Background: an optimization exercise with open tools, aiming at small area, a short achievable clock period and few clock cycles. Do not read the settings as production practice. RTL that was checked went through simulation tests only; none was proved equivalent to the original. Power and IR drop assume default switching activity.

==> yarrow: inputs <==
==> flow/design.v <==
`default_nettype none
package riscv_alu_pkg;
	localparam int XLEN = 32;
	function automatic logic [4:0] set_index32(input logic [31:0] x, input logic lowest);
		logic [31:0] w;
		w = x;
		for (int k = 4; k >= 0; k--) begin
			logic upper;
			if (lowest) begin
				upper = ((w & ((32'd1 << (1 << k)) - 32'd1)) == 32'd0);
			end else begin
				upper = ((w >> (1 << k)) != 32'd0);
			end
			set_index32[k] = upper;
			if (upper) begin
				w = w >> (1 << k);
			end
			w = w & ((32'd1 << (1 << k)) - 32'd1);
		end
	endfunction
	function automatic logic [5:0] bit_len(input logic [XLEN-1:0] x);
		bit_len = x[31] ? 6'd32 : {1'b0, set_index32({x[30:0], 1'b1}, 1'b0)};
	endfunction
	function automatic logic [5:0] first_one(input logic [XLEN-1:0] x);
		first_one = (x == 32'd0) ? 6'd32 : {1'b0, set_index32(x, 1'b1)};
	endfunction
endpackage
`default_nettype wire
`timescale 1ns/10ps
`default_nettype none
module riscv_alu_arith (
	input  logic [6:0]  op_i,
	input  logic [31:0] a_i,
	input  logic [31:0] b_i,
	input  logic [31:0] x_i,
	input  logic [31:0] y_i,
	input  logic        inv_i,
	input  logic        cin_i,
	output logic [31:0] sum_o,
	output logic        cout_o,
	output logic [31:0] p_o,           
	output logic [31:0] g_o,           
	output logic        cmp_o,
	output logic [31:0] minmax_o
);
	logic [31:0] yi;
	logic [31:0] p;
	logic [31:0] g;
	logic [31:0] gc;                   
	logic        ltu;
	logic        lt;
	logic        eq;
	assign yi = y_i ^ {32{inv_i}};
	assign p  = x_i ^ yi;
	assign g  = x_i & yi;
	always_comb begin
		logic [31:0] gt;
		logic [31:0] pt;
		logic [31:0] gn;
		logic [31:0] pn;
		gt = g;
		pt = p;
		gt[0] = g[0] | (p[0] & cin_i);
		for (int d = 1; d < 32; d = d * 2) begin
			gn = gt;
			pn = pt;
			for (int i = 0; i < 32; i++) begin
				if ((i / d) % 2 == 1) begin
					gn[i] = gt[i] | (pt[i] & gt[(i / d) * d - 1]);
					pn[i] = pt[i] & pt[(i / d) * d - 1];
				end
			end
			gt = gn;
			pt = pn;
		end
		gc = gt;
	end
	assign sum_o  = p ^ {gc[30:0], cin_i};
	assign cout_o = gc[31];
	assign p_o    = p;
	assign g_o    = g;
	assign ltu = ~gc[31];
	assign lt  = op_i[0] ? ltu : (ltu ^ a_i[31] ^ b_i[31]);
	assign eq  = &p;
	always_comb begin
		case (op_i[3:1])
			3'b000, 3'b001: cmp_o = lt;
			3'b010, 3'b011: cmp_o = lt | eq;
			3'b100:         cmp_o = ~(lt | eq);
			3'b101:         cmp_o = ~lt;
			default:        cmp_o = eq ^ op_i[0];
		endcase
	end
	assign minmax_o = (lt ^ op_i[1]) ? a_i : b_i;
endmodule
`default_nettype wire
`timescale 1ns/10ps
`default_nettype none
module riscv_alu_shifter (
	input  logic [6:0]  op_i,
	input  logic [31:0] a_i,
	input  logic [4:0]  amt_i,
	output logic [31:0] result_o
);
	logic        shift_left;
	logic        shift_arith;
	logic        rotate;
	logic [4:0]  r;
	logic [31:0] rot;
	logic [31:0] keep;
	logic        fill;
	assign shift_left  = ~op_i[4] & op_i[1] & op_i[0];
	assign shift_arith = ~op_i[4] & ~op_i[1] & ~op_i[0];
	assign rotate      = op_i[4] | (op_i[1] & ~op_i[0]);
	always_comb begin
		for (int i = 0; i < 5; i++) begin
			r[i] = amt_i[i] ^ (shift_left & ((amt_i & 5'((1 << i) - 1)) != 5'd0));
		end
	end
	always_comb begin
		rot = a_i;
		for (int k = 0; k < 5; k++) begin
			if (r[k]) begin
				rot = (rot >> (1 << k)) | (rot << (32 - (1 << k)));
			end
		end
	end
	always_comb begin
		for (int i = 0; i < 32; i++) begin
			keep[i] = rotate | (shift_left ? (5'(i) >= amt_i) : (5'(31 - i) >= amt_i));
		end
	end
	assign fill     = shift_arith & a_i[31];
	assign result_o = (rot & keep) | ({32{fill}} & ~keep);
endmodule
`default_nettype wire
`timescale 1ns/10ps
`default_nettype none
module riscv_alu_bit_count (
	input  logic [6:0]  op_i,
	input  logic [31:0] a_i,
	output logic [5:0]  count_o,
	output logic [5:0]  a_len_o
);
	logic [2:0]  c4  [8];
	logic [3:0]  c8  [4];
	logic [4:0]  c16 [2];
	logic [5:0]  popcnt;
	logic        inv;
	logic [5:0]  len;
	logic [5:0]  ff1;
	logic        a_zero;
	always_comb begin
		for (int i = 0; i < 8; i++) begin
			c4[i] = 3'(a_i[4*i]) + 3'(a_i[4*i+1]) + 3'(a_i[4*i+2]) + 3'(a_i[4*i+3]);
		end
		for (int i = 0; i < 4; i++) begin
			c8[i] = 4'(c4[2*i]) + 4'(c4[2*i+1]);
		end
		for (int i = 0; i < 2; i++) begin
			c16[i] = 5'(c8[2*i]) + 5'(c8[2*i+1]);
		end
		popcnt = 6'(c16[0]) + 6'(c16[1]);
	end
	assign inv    = a_i[31] & op_i[0] & ~(op_i[2] & op_i[1]);
	assign len    = riscv_alu_pkg::bit_len(a_i ^ {32{inv}});
	assign ff1    = riscv_alu_pkg::first_one(a_i);
	assign a_zero = ~|a_i;
	assign a_len_o = len + 6'(inv);
	always_comb begin
		case (op_i[1:0])
			2'b00:   count_o = popcnt;
			2'b01:   count_o = a_zero ? 6'd0 : {1'b0, ~len[4:0]};
			2'b10:   count_o = ff1;
			default: count_o = a_zero ? 6'd32 : len - 6'd1;
		endcase
	end
endmodule
`default_nettype wire
`timescale 1ns/10ps
`default_nettype none
module riscv_alu_div (
	input  logic        clk_i,
	input  logic        rst_n_i,
	input  logic        req_i,         
	input  logic        ex_ready_i,
	input  logic [6:0]  op_i,
	input  logic [31:0] a_i,
	input  logic [31:0] b_i,
	input  logic [5:0]  a_len_i,       
	input  logic [31:0] rot_i,         
	input  logic [31:0] sum_i,         
	input  logic        cout_i,
	output logic [4:0]  rot_amt_o,
	output logic        align_o,
	output logic [31:0] dvd_o,
	output logic        busy_o,
	output logic        done_o,
	output logic [31:0] x_o,           
	output logic        neg_b_o,       
	output logic        neg_res_o,
	output logic [31:0] result_o,
	output logic        ready_o
);
	logic        sgn;
	logic        neg_a;
	logic        neg_b;
	logic        b_zero;
	logic [5:0]  b_len;
	logic        fast;
	logic [5:0]  span;
	logic [31:0] top_mask;
	logic        start;
	logic        last;
	logic        align_q;
	logic        busy_q;
	logic        done_q;
	logic        sel_rem_q;
	logic        neg_b_q;
	logic        neg_res_q;
	logic [4:0]  cnt_q;
	logic [31:0] rem_q;
	logic [31:0] dvd_q;
	logic [31:0] p;
	logic        q;
	logic        neg_res;
	assign sgn    = op_i[0];
	assign neg_a  = sgn & a_i[31];
	assign neg_b  = sgn & b_i[31];
	assign b_zero = ~|b_i;
	assign b_len  = riscv_alu_pkg::bit_len(b_i ^ {32{neg_b}});
	assign fast = b_zero | (a_len_i < b_len);
	assign span = a_len_i - b_len + 6'd1;
	assign rot_amt_o = cnt_q;
	always_comb begin
		for (int i = 0; i < 32; i++) begin
			top_mask[i] = (cnt_q == 5'd0) || ((6'(i) + {1'b0, cnt_q}) >= 6'd32);
		end
	end
	assign start = req_i & ~fast & ~align_q & ~busy_q & ~done_q;
	assign last  = busy_q & (cnt_q == 5'd1);
	always_ff @(posedge clk_i or negedge rst_n_i) begin
		if (!rst_n_i) begin
			align_q <= 1'b0;
			busy_q  <= 1'b0;
			done_q  <= 1'b0;
		end else begin
			align_q <= start;
			if (align_q) begin
				busy_q <= 1'b1;
			end else if (last) begin
				busy_q <= 1'b0;
			end
			if (last) begin
				done_q <= 1'b1;
			end else if (ex_ready_i) begin
				done_q <= 1'b0;
			end
		end
	end
	assign p = {rem_q[30:0], dvd_q[31]};
	assign q = rem_q[31] | cout_i;
	always_ff @(posedge clk_i) begin
		if (busy_q) begin
			rem_q <= q ? sum_i : p;
			dvd_q <= {dvd_q[30:0], q};
			cnt_q <= cnt_q - 5'd1;
		end else if (align_q) begin
			rem_q <= rot_i & ~top_mask;
			dvd_q <= rot_i & top_mask;
		end else if (!done_q) begin
			dvd_q     <= sum_i ^ {32{neg_a}};
			cnt_q     <= (span[5] ? 5'd0 : span[4:0]);
			sel_rem_q <= op_i[1];
			neg_b_q   <= neg_b;
			neg_res_q <= neg_res;
		end
	end
	assign x_o     = busy_q ? p : (sel_rem_q ? rem_q : dvd_q);
	assign neg_res = sgn & a_i[31] & (op_i[1] | ~b_i[31]) | neg_b & ~op_i[1] & ~a_i[31];
	assign result_o = fast ? (op_i[1] ? a_i : {32{b_zero}}) : (sum_i ^ {32{neg_res_q}});
	assign ready_o   = done_q | (~busy_q & ~align_q & ~(req_i & ~fast));
	assign align_o   = align_q;
	assign dvd_o     = dvd_q;
	assign busy_o    = busy_q;
	assign done_o    = done_q;
	assign neg_b_o   = neg_b_q;
	assign neg_res_o = neg_res_q;
endmodule
`default_nettype wire
`timescale 1ns/10ps
`default_nettype none
module riscv_alu (
	input  logic                           clk_i,
	input  logic                           rst_n_i,
	input  logic                           enable_i,
	input  logic [6:0]                     operator_i,
	input  logic [31:0]                    operand_a_i,
	input  logic [31:0]                    operand_b_i,
	input  logic                           ex_ready_i,
	output logic [31:0]                    result_o,
	output logic                           comparison_result_o,
	output logic                           ready_o
);
	logic [6:0]  op;
	logic [31:0] a;
	logic [31:0] b;
	logic        g_cmp;
	logic        g_minmax;
	logic        g_and;
	logic        g_addsub;
	logic        g_shift;
	logic        g_or;
	logic        g_xor;
	logic        g_div;
	logic        g_count;
	logic        sub;
	logic        neg_a;
	logic [31:0] add_x;
	logic [31:0] add_y;
	logic        add_inv;
	logic        add_cin;
	logic [31:0] sum;
	logic        cout;
	logic [31:0] prop;
	logic [31:0] gen;
	logic        cmp;
	logic [31:0] minmax;
	logic [31:0] shift_in;
	logic [4:0]  shift_amt;
	logic [31:0] shift_result;
	logic [5:0]  count;
	logic [5:0]  a_len;
	logic [4:0]  rot_amt;
	logic        div_align;
	logic [31:0] div_dvd;
	logic        div_busy;
	logic        div_done;
	logic [31:0] div_x;
	logic        div_neg_b;
	logic        div_neg_res;
	logic [31:0] div_result;
	logic        div_ready;
	assign op = operator_i;
	assign a  = operand_a_i;
	assign b  = operand_b_i;
	assign g_cmp    = ~op[5] & ~op[4];
	assign g_minmax = ~op[5] &  op[4] & ~op[3] & ~op[2];
	assign g_and    = ~op[5] &  op[4] & ~op[3] &  op[2];
	assign g_addsub = ~op[5] &  op[4] &  op[3];
	assign g_shift  =  op[5] & ~op[4] & ~op[3];
	assign g_or     =  op[5] & ~op[4] &  op[3] & ~op[0];
	assign g_xor    =  op[5] & ~op[4] &  op[3] &  op[0];
	assign g_div    =  op[5] &  op[4] & ~op[2];
	assign g_count  =  op[5] &  op[4] &  op[2];
	assign sub   = ~op[5] & (~op[4] | (~op[3] & ~op[2]) | (op[3] & op[0]));
	assign neg_a = op[0] & a[31];
	assign add_x = (div_busy | div_done) ? div_x : a;
	assign add_y = (g_div & ~div_busy) ? 32'b0 : b;
	always_comb begin
		if (!g_div) begin
			add_inv = sub;
			add_cin = sub;
		end else if (div_busy) begin
			add_inv = ~div_neg_b;
			add_cin = ~div_neg_b;
		end else if (div_done) begin
			add_inv = div_neg_res;
			add_cin = 1'b0;
		end else begin
			add_inv = neg_a;
			add_cin = 1'b0;
		end
	end
	riscv_alu_arith arith_i (
		.op_i(op), .a_i(a), .b_i(b), .x_i(add_x), .y_i(add_y), .inv_i(add_inv),
		.cin_i(add_cin), .sum_o(sum), .cout_o(cout), .p_o(prop), .g_o(gen), .cmp_o(cmp),
		.minmax_o(minmax)
	);
	assign shift_in  = div_align ? div_dvd : a;
	assign shift_amt = div_align ? rot_amt : b[4:0];
	riscv_alu_shifter shifter_i (
		.op_i(op), .a_i(shift_in), .amt_i(shift_amt), .result_o(shift_result)
	);
	riscv_alu_bit_count bit_count_i (
		.op_i(op), .a_i(a), .count_o(count), .a_len_o(a_len)
	);
	riscv_alu_div div_i (
		.clk_i(clk_i), .rst_n_i(rst_n_i), .req_i(enable_i & g_div), .ex_ready_i(ex_ready_i),
		.op_i(op), .a_i(a), .b_i(b), .a_len_i(a_len), .rot_i(shift_result),
		.sum_i(sum), .cout_i(cout), .rot_amt_o(rot_amt), .align_o(div_align), .dvd_o(div_dvd), .busy_o(div_busy),
		.done_o(div_done), .x_o(div_x), .neg_b_o(div_neg_b), .neg_res_o(div_neg_res),
		.result_o(div_result), .ready_o(div_ready)
	);
	assign result_o =
		({32{g_cmp}}    & {31'b0, cmp}) |
		({32{g_minmax}} & minmax) |
		({32{g_and | g_or}} & gen) |
		({32{g_or | g_xor}} & prop) |
		({32{g_addsub}} & sum) |
		({32{g_shift}}  & shift_result) |
		({32{g_div}}    & div_result) |
		({32{g_count}}  & {26'b0, count});
	assign comparison_result_o = cmp;
	assign ready_o = div_ready;
endmodule
`default_nettype wire
==> flow/run.sh <==
#!/bin/bash
# synth_recipe.tcl (not shown) runs the flow's synth.tcl, then flattens the netlist and writes it again
# the make line also repeats each setting of config.mk as NAME=value (left out here)
make -C /OpenROAD-flow-scripts/flow DESIGN_CONFIG=/design/flow/config.mk WORK_HOME=/design/flow/orfs CLKGATE_MAP_FILE= SYNTH_SCRIPT=/design/flow/synth_recipe.tcl finish
==> flow/config.mk <==
export PLATFORM = sky130hd
export DESIGN_NAME = riscv_alu
export DESIGN_NICKNAME = riscv_alu
export VERILOG_FILES = /design/flow/design.v
export SDC_FILE = /design/flow/constraint.sdc
export NUM_CORES = 4
export LEC_CHECK = 0
export ABC_AREA = 1
export CAP_MARGIN = 20
export CORE_MARGIN = 2
export CORE_UTILIZATION = 40
export SETUP_SLACK_MARGIN = 3
export SLEW_MARGIN = 20
==> flow/constraint.sdc <==
create_clock -name core_clock -period 12.0 [get_ports {clk_i}]
set_input_delay 2.4000 -clock core_clock [delete_from_list [all_inputs] [get_ports {clk_i}]]
set_output_delay 2.4000 -clock core_clock [all_outputs]
set_load 0.01 [all_outputs]
==> umber (differences from yarrow) <==
==> flow/design.v, changed modules only <==
module riscv_alu_bit_count (
	input  logic [6:0]  op_i,
	input  logic [31:0] a_i,
	output logic [5:0]  count_o,
	output logic [5:0]  a_len_o
);
	logic [5:0]  popcnt;
	logic        inv;
	logic [5:0]  len;
	logic [5:0]  ff1;
	logic        a_zero;
	logic pc_1, pc_2, pc_3, pc_4, pc_5, pc_6, pc_7, pc_8, pc_9, pc_10, pc_11, pc_12, pc_13, pc_14, pc_15, pc_16, pc_17, pc_18, pc_19, pc_20, pc_21, pc_22, pc_23, pc_24, pc_25, pc_26, pc_27, pc_28, pc_29, pc_30, pc_31, pc_32, pc_33, pc_34, pc_35, pc_36, pc_37, pc_38, pc_39, pc_40, pc_41, pc_42, pc_43, pc_44, pc_45, pc_46, pc_47, pc_48, pc_49, pc_50, pc_51, pc_52, pc_53, pc_54, pc_55, pc_56, pc_57, pc_58;
	assign pc_1 = a_i[0] ^ a_i[1] ^ a_i[2];
	assign pc_2 = (a_i[0] & a_i[1]) | (a_i[0] & a_i[2]) | (a_i[1] & a_i[2]);
	assign pc_3 = a_i[3] ^ a_i[4] ^ a_i[5];
	assign pc_4 = (a_i[3] & a_i[4]) | (a_i[3] & a_i[5]) | (a_i[4] & a_i[5]);
	assign pc_5 = a_i[6] ^ a_i[7] ^ a_i[8];
	assign pc_6 = (a_i[6] & a_i[7]) | (a_i[6] & a_i[8]) | (a_i[7] & a_i[8]);
	assign pc_7 = a_i[9] ^ a_i[10] ^ a_i[11];
	assign pc_8 = (a_i[9] & a_i[10]) | (a_i[9] & a_i[11]) | (a_i[10] & a_i[11]);
	assign pc_9 = a_i[12] ^ a_i[13] ^ a_i[14];
	assign pc_10 = (a_i[12] & a_i[13]) | (a_i[12] & a_i[14]) | (a_i[13] & a_i[14]);
	assign pc_11 = a_i[15] ^ a_i[16] ^ a_i[17];
	assign pc_12 = (a_i[15] & a_i[16]) | (a_i[15] & a_i[17]) | (a_i[16] & a_i[17]);
	assign pc_13 = a_i[18] ^ a_i[19] ^ a_i[20];
	assign pc_14 = (a_i[18] & a_i[19]) | (a_i[18] & a_i[20]) | (a_i[19] & a_i[20]);
	assign pc_15 = a_i[21] ^ a_i[22] ^ a_i[23];
	assign pc_16 = (a_i[21] & a_i[22]) | (a_i[21] & a_i[23]) | (a_i[22] & a_i[23]);
	assign pc_17 = a_i[24] ^ a_i[25] ^ a_i[26];
	assign pc_18 = (a_i[24] & a_i[25]) | (a_i[24] & a_i[26]) | (a_i[25] & a_i[26]);
	assign pc_19 = a_i[27] ^ a_i[28] ^ a_i[29];
	assign pc_20 = (a_i[27] & a_i[28]) | (a_i[27] & a_i[29]) | (a_i[28] & a_i[29]);
	assign pc_21 = a_i[30] ^ a_i[31];
	assign pc_22 = a_i[30] & a_i[31];
	assign pc_23 = pc_1 ^ pc_3 ^ pc_5;
	assign pc_24 = (pc_1 & pc_3) | (pc_1 & pc_5) | (pc_3 & pc_5);
	assign pc_25 = pc_7 ^ pc_9 ^ pc_11;
	assign pc_26 = (pc_7 & pc_9) | (pc_7 & pc_11) | (pc_9 & pc_11);
	assign pc_27 = pc_13 ^ pc_15 ^ pc_17;
	assign pc_28 = (pc_13 & pc_15) | (pc_13 & pc_17) | (pc_15 & pc_17);
	assign pc_29 = pc_19 ^ pc_21;
	assign pc_30 = pc_19 & pc_21;
	assign pc_31 = pc_2 ^ pc_4 ^ pc_6;
	assign pc_32 = (pc_2 & pc_4) | (pc_2 & pc_6) | (pc_4 & pc_6);
	assign pc_33 = pc_8 ^ pc_10 ^ pc_12;
	assign pc_34 = (pc_8 & pc_10) | (pc_8 & pc_12) | (pc_10 & pc_12);
	assign pc_35 = pc_14 ^ pc_16 ^ pc_18;
	assign pc_36 = (pc_14 & pc_16) | (pc_14 & pc_18) | (pc_16 & pc_18);
	assign pc_37 = pc_20 ^ pc_22;
	assign pc_38 = pc_20 & pc_22;
	assign pc_39 = pc_23 ^ pc_25 ^ pc_27;
	assign pc_40 = (pc_23 & pc_25) | (pc_23 & pc_27) | (pc_25 & pc_27);
	assign pc_41 = pc_24 ^ pc_26 ^ pc_28;
	assign pc_42 = (pc_24 & pc_26) | (pc_24 & pc_28) | (pc_26 & pc_28);
	assign pc_43 = pc_30 ^ pc_31 ^ pc_33;
	assign pc_44 = (pc_30 & pc_31) | (pc_30 & pc_33) | (pc_31 & pc_33);
	assign pc_45 = pc_35 ^ pc_37;
	assign pc_46 = pc_35 & pc_37;
	assign pc_47 = pc_32 ^ pc_34 ^ pc_36;
	assign pc_48 = (pc_32 & pc_34) | (pc_32 & pc_36) | (pc_34 & pc_36);
	assign pc_49 = pc_40 ^ pc_41 ^ pc_43;
	assign pc_50 = (pc_40 & pc_41) | (pc_40 & pc_43) | (pc_41 & pc_43);
	assign pc_51 = pc_42 ^ pc_44 ^ pc_46;
	assign pc_52 = (pc_42 & pc_44) | (pc_42 & pc_46) | (pc_44 & pc_46);
	assign pc_53 = pc_47 ^ pc_38;
	assign pc_54 = pc_47 & pc_38;
	assign pc_55 = pc_50 ^ pc_51 ^ pc_53;
	assign pc_56 = (pc_50 & pc_51) | (pc_50 & pc_53) | (pc_51 & pc_53);
	assign pc_57 = pc_52 ^ pc_54 ^ pc_48;
	assign pc_58 = (pc_52 & pc_54) | (pc_52 & pc_48) | (pc_54 & pc_48);
	assign popcnt = {1'b0 , pc_58 , pc_56 , pc_55 , pc_49 , pc_39} + {1'b0 , 1'b0 , pc_57 , 1'b0 , pc_45 , pc_29};
	assign inv    = a_i[31] & op_i[0] & ~(op_i[2] & op_i[1]);
	assign len    = riscv_alu_pkg::bit_len(a_i ^ {32{inv}});
	assign ff1    = riscv_alu_pkg::first_one(a_i);
	assign a_zero = ~|a_i;
	assign a_len_o = len + 6'(inv);
	always_comb begin
		case (op_i[1:0])
			2'b00:   count_o = popcnt;
			2'b01:   count_o = a_zero ? 6'd0 : {1'b0, ~len[4:0]};
			2'b10:   count_o = ff1;
			default: count_o = a_zero ? 6'd32 : len - 6'd1;
		endcase
	end
endmodule
==> pepper (differences from yarrow) <==
--- a/flow/design.v
+++ b/flow/design.v
@@ -2,26 +2,15 @@
 package riscv_alu_pkg;
 	localparam int XLEN = 32;
-	function automatic logic [4:0] set_index32(input logic [31:0] x, input logic lowest);
-		logic [31:0] w;
-		w = x;
-		for (int k = 4; k >= 0; k--) begin
-			logic upper;
-			if (lowest) begin
-				upper = ((w & ((32'd1 << (1 << k)) - 32'd1)) == 32'd0);
-			end else begin
-				upper = ((w >> (1 << k)) != 32'd0);
-			end
-			set_index32[k] = upper;
-			if (upper) begin
-				w = w >> (1 << k);
-			end
-			w = w & ((32'd1 << (1 << k)) - 32'd1);
-		end
-	endfunction
 	function automatic logic [5:0] bit_len(input logic [XLEN-1:0] x);
-		bit_len = x[31] ? 6'd32 : {1'b0, set_index32({x[30:0], 1'b1}, 1'b0)};
+		bit_len = '0;
+		for (int i = 0; i < XLEN; i++) begin
+			if (x[i]) bit_len = 6'(i + 1);
+		end
 	endfunction
 	function automatic logic [5:0] first_one(input logic [XLEN-1:0] x);
-		first_one = (x == 32'd0) ? 6'd32 : {1'b0, set_index32(x, 1'b1)};
+		first_one = 6'd32;
+		for (int i = XLEN - 1; i >= 0; i--) begin
+			if (x[i]) first_one = 6'(i);
+		end
 	endfunction
 endpackage
@@ -39,48 +28,17 @@
 	output logic [31:0] sum_o,
 	output logic        cout_o,
-	output logic [31:0] p_o,           
-	output logic [31:0] g_o,           
 	output logic        cmp_o,
 	output logic [31:0] minmax_o
 );
-	logic [31:0] yi;
-	logic [31:0] p;
-	logic [31:0] g;
-	logic [31:0] gc;                   
+	logic [32:0] sum33;
 	logic        ltu;
 	logic        lt;
 	logic        eq;
-	assign yi = y_i ^ {32{inv_i}};
-	assign p  = x_i ^ yi;
-	assign g  = x_i & yi;
-	always_comb begin
-		logic [31:0] gt;
-		logic [31:0] pt;
-		logic [31:0] gn;
-		logic [31:0] pn;
-		gt = g;
-		pt = p;
-		gt[0] = g[0] | (p[0] & cin_i);
-		for (int d = 1; d < 32; d = d * 2) begin
-			gn = gt;
-			pn = pt;
-			for (int i = 0; i < 32; i++) begin
-				if ((i / d) % 2 == 1) begin
-					gn[i] = gt[i] | (pt[i] & gt[(i / d) * d - 1]);
-					pn[i] = pt[i] & pt[(i / d) * d - 1];
-				end
-			end
-			gt = gn;
-			pt = pn;
-		end
-		gc = gt;
-	end
-	assign sum_o  = p ^ {gc[30:0], cin_i};
-	assign cout_o = gc[31];
-	assign p_o    = p;
-	assign g_o    = g;
-	assign ltu = ~gc[31];
+	assign sum33  = {1'b0, x_i} + {1'b0, y_i ^ {32{inv_i}}} + {32'b0, cin_i};
+	assign sum_o  = sum33[31:0];
+	assign cout_o = sum33[32];
+	assign ltu = ~sum33[32];
 	assign lt  = op_i[0] ? ltu : (ltu ^ a_i[31] ^ b_i[31]);
-	assign eq  = &p;
+	assign eq  = (a_i == b_i);
 	always_comb begin
 		case (op_i[3:1])
@@ -106,31 +64,28 @@
 	logic        shift_arith;
 	logic        rotate;
-	logic [4:0]  r;
-	logic [31:0] rot;
-	logic [31:0] keep;
-	logic        fill;
+	logic [31:0] a_rev;
+	logic [31:0] op_a;
+	logic [31:0] fill;
+	logic [63:0] wide;
+	logic [31:0] right_result;
+	logic [31:0] right_rev;
 	assign shift_left  = ~op_i[4] & op_i[1] & op_i[0];
 	assign shift_arith = ~op_i[4] & ~op_i[1] & ~op_i[0];
 	assign rotate      = op_i[4] | (op_i[1] & ~op_i[0]);
 	always_comb begin
-		for (int i = 0; i < 5; i++) begin
-			r[i] = amt_i[i] ^ (shift_left & ((amt_i & 5'((1 << i) - 1)) != 5'd0));
-		end
-	end
-	always_comb begin
-		rot = a_i;
-		for (int k = 0; k < 5; k++) begin
-			if (r[k]) begin
-				rot = (rot >> (1 << k)) | (rot << (32 - (1 << k)));
-			end
+		for (int i = 0; i < 32; i++) begin
+			a_rev[i] = a_i[31-i];
 		end
 	end
+	assign op_a = shift_left ? a_rev : a_i;
+	assign fill = rotate ? op_a : {32{shift_arith & op_a[31]}};
+	assign wide = {fill, op_a} >> amt_i;
+	assign right_result = wide[31:0];
 	always_comb begin
 		for (int i = 0; i < 32; i++) begin
-			keep[i] = rotate | (shift_left ? (5'(i) >= amt_i) : (5'(31 - i) >= amt_i));
+			right_rev[i] = right_result[31-i];
 		end
 	end
-	assign fill     = shift_arith & a_i[31];
-	assign result_o = (rot & keep) | ({32{fill}} & ~keep);
+	assign result_o = shift_left ? right_rev : right_result;
 endmodule
 `default_nettype wire
@@ -323,6 +278,4 @@
 	logic [31:0] sum;
 	logic        cout;
-	logic [31:0] prop;
-	logic [31:0] gen;
 	logic        cmp;
 	logic [31:0] minmax;
@@ -354,5 +307,5 @@
 	assign g_div    =  op[5] &  op[4] & ~op[2];
 	assign g_count  =  op[5] &  op[4] &  op[2];
-	assign sub   = ~op[5] & (~op[4] | (~op[3] & ~op[2]) | (op[3] & op[0]));
+	assign sub   = ~(op[4] & op[3] & ~op[0]);
 	assign neg_a = op[0] & a[31];
 	assign add_x = (div_busy | div_done) ? div_x : a;
@@ -375,6 +328,5 @@
 	riscv_alu_arith arith_i (
 		.op_i(op), .a_i(a), .b_i(b), .x_i(add_x), .y_i(add_y), .inv_i(add_inv),
-		.cin_i(add_cin), .sum_o(sum), .cout_o(cout), .p_o(prop), .g_o(gen), .cmp_o(cmp),
-		.minmax_o(minmax)
+		.cin_i(add_cin), .sum_o(sum), .cout_o(cout), .cmp_o(cmp), .minmax_o(minmax)
 	);
 	assign shift_in  = div_align ? div_dvd : a;
@@ -396,8 +348,9 @@
 		({32{g_cmp}}    & {31'b0, cmp}) |
 		({32{g_minmax}} & minmax) |
-		({32{g_and | g_or}} & gen) |
-		({32{g_or | g_xor}} & prop) |
+		({32{g_and}}    & (a & b)) |
 		({32{g_addsub}} & sum) |
 		({32{g_shift}}  & shift_result) |
+		({32{g_or}}     & (a | b)) |
+		({32{g_xor}}    & (a ^ b)) |
 		({32{g_div}}    & div_result) |
 		({32{g_count}}  & {26'b0, count});
ABC_AREA = default   (was 1)
SETUP_SLACK_MARGIN = default   (was 3)
==> amber (differences from yarrow) <==
--- a/flow/design.v
+++ b/flow/design.v
@@ -2,26 +2,15 @@
 package riscv_alu_pkg;
 	localparam int XLEN = 32;
-	function automatic logic [4:0] set_index32(input logic [31:0] x, input logic lowest);
-		logic [31:0] w;
-		w = x;
-		for (int k = 4; k >= 0; k--) begin
-			logic upper;
-			if (lowest) begin
-				upper = ((w & ((32'd1 << (1 << k)) - 32'd1)) == 32'd0);
-			end else begin
-				upper = ((w >> (1 << k)) != 32'd0);
-			end
-			set_index32[k] = upper;
-			if (upper) begin
-				w = w >> (1 << k);
-			end
-			w = w & ((32'd1 << (1 << k)) - 32'd1);
-		end
-	endfunction
 	function automatic logic [5:0] bit_len(input logic [XLEN-1:0] x);
-		bit_len = x[31] ? 6'd32 : {1'b0, set_index32({x[30:0], 1'b1}, 1'b0)};
+		bit_len = '0;
+		for (int i = 0; i < XLEN; i++) begin
+			if (x[i]) bit_len = 6'(i + 1);
+		end
 	endfunction
 	function automatic logic [5:0] first_one(input logic [XLEN-1:0] x);
-		first_one = (x == 32'd0) ? 6'd32 : {1'b0, set_index32(x, 1'b1)};
+		first_one = 6'd32;
+		for (int i = XLEN - 1; i >= 0; i--) begin
+			if (x[i]) first_one = 6'(i);
+		end
 	endfunction
 endpackage
==> reports/results.tsv <==
stage	metric	value	unit
outcome	run status	finished clean	
die	Die Wd	205	um
synth	Ys Warns	5	
synth	synth top area cells	nand2_1 (16%), edfxtp_1 (13%), o21ai_0 (9.4%), inv_1 (7.3%), ha_1 (5.4%)	
synth	synth cell count leaders	nand2_1 (708), inv_1 (314), o21ai_0 (304)	
layout	Inverters, non-clock	337	
the above is filed under umber

==> reports/results.tsv <==
stage	metric	value	unit
outcome	run status	finished clean	
grt	most crowded layer after global routing	met2	
die	Die Wd	204	um
synth	Avg Cell Area, Syn	6.00	um2
synth	Ys Warns	8	
synth	synth top area cells	nand2_1 (15%), edfxtp_1 (13%), o21ai_0 (8.6%), inv_1 (8.3%), a21oi_1 (6.2%)	
route	met1 wire length	34.1	mm
layout	Inverters, non-clock	376	
the above is filed under amber

==> reports/results.tsv <==
stage	metric	value	unit
outcome	run status	finished clean	
place	DP Cell Count	3331	
layout	Finished Core Util	0.519	
die	Die Wd	206	um
synth	synth cell count leaders	nand2_1 (709), inv_1 (299), o21ai_0 (271)	
pwr	Clk. pwr	0.333	mW
worst_setup_path	CP Launch Point	operand_a_i[15]	
clock_network	Longest Clk Path Bufs	2	
synth	Ys Warns	8	
route	met3 routed WL	14.3	mm
the above is filed under yarrow

==> reports/results.tsv <==
stage	metric	value	unit
synth	Ys Warns	8	
synth	synth top area cells	edfxtp_1 (11%), mux2i_1 (10%), ha_1 (9.1%), o21ai_0 (6.3%), nand2_1 (6.2%)	
route	Routed Antenna Nets	0	
synth	synth cell count leaders	nand2_1 (318), o21ai_0 (243), nor2_1 (229)	
outcome	run status	finished clean	
die	Die Wd	224	um
the above is filed under pepper

Testbench counts of amber, summed over its fixed seeds: cycles 33,415.
For yarrow, umber and pepper, only the layout was checked, not whether the RTL still works.

port drivers added, routing unchanged:
In the flow no input, the clock included, has a driving cell. The finished layouts below were timed again as built, in two steps.
Step 1 assumes that a clkbuf_16 drives the clock port and a buf_2 every other input.
Step 2 also shifts input and output timing later by t, the mid clock arrival at the registers, as if the neighbouring blocks saw the same clock.
a / b / c = ideal ports / drivers / drivers and shift; a / b = the first two.
run	t, ns	setup slack, ns	latest minus earliest clock arrival (ns)	worst slew at a driven data input, ns
yarrow	0.403	1.959 / 1.912 / 1.912	0.010 / 0.010	0.06
umber	0.404	2.137 / 2.101 / 2.101	0.012 / 0.012	0.08
pepper	0.408	0.181 / 0.160 / 0.160	0.007 / 0.007	0.05
amber	0.410	2.118 / 2.056 / 2.056	0.010 / 0.010	0.07
After both steps every run listed still meets setup and hold. For amber, which loses most, drivers alone change the setup slack by -0.062 ns; drivers and shift together by -0.062 ns.
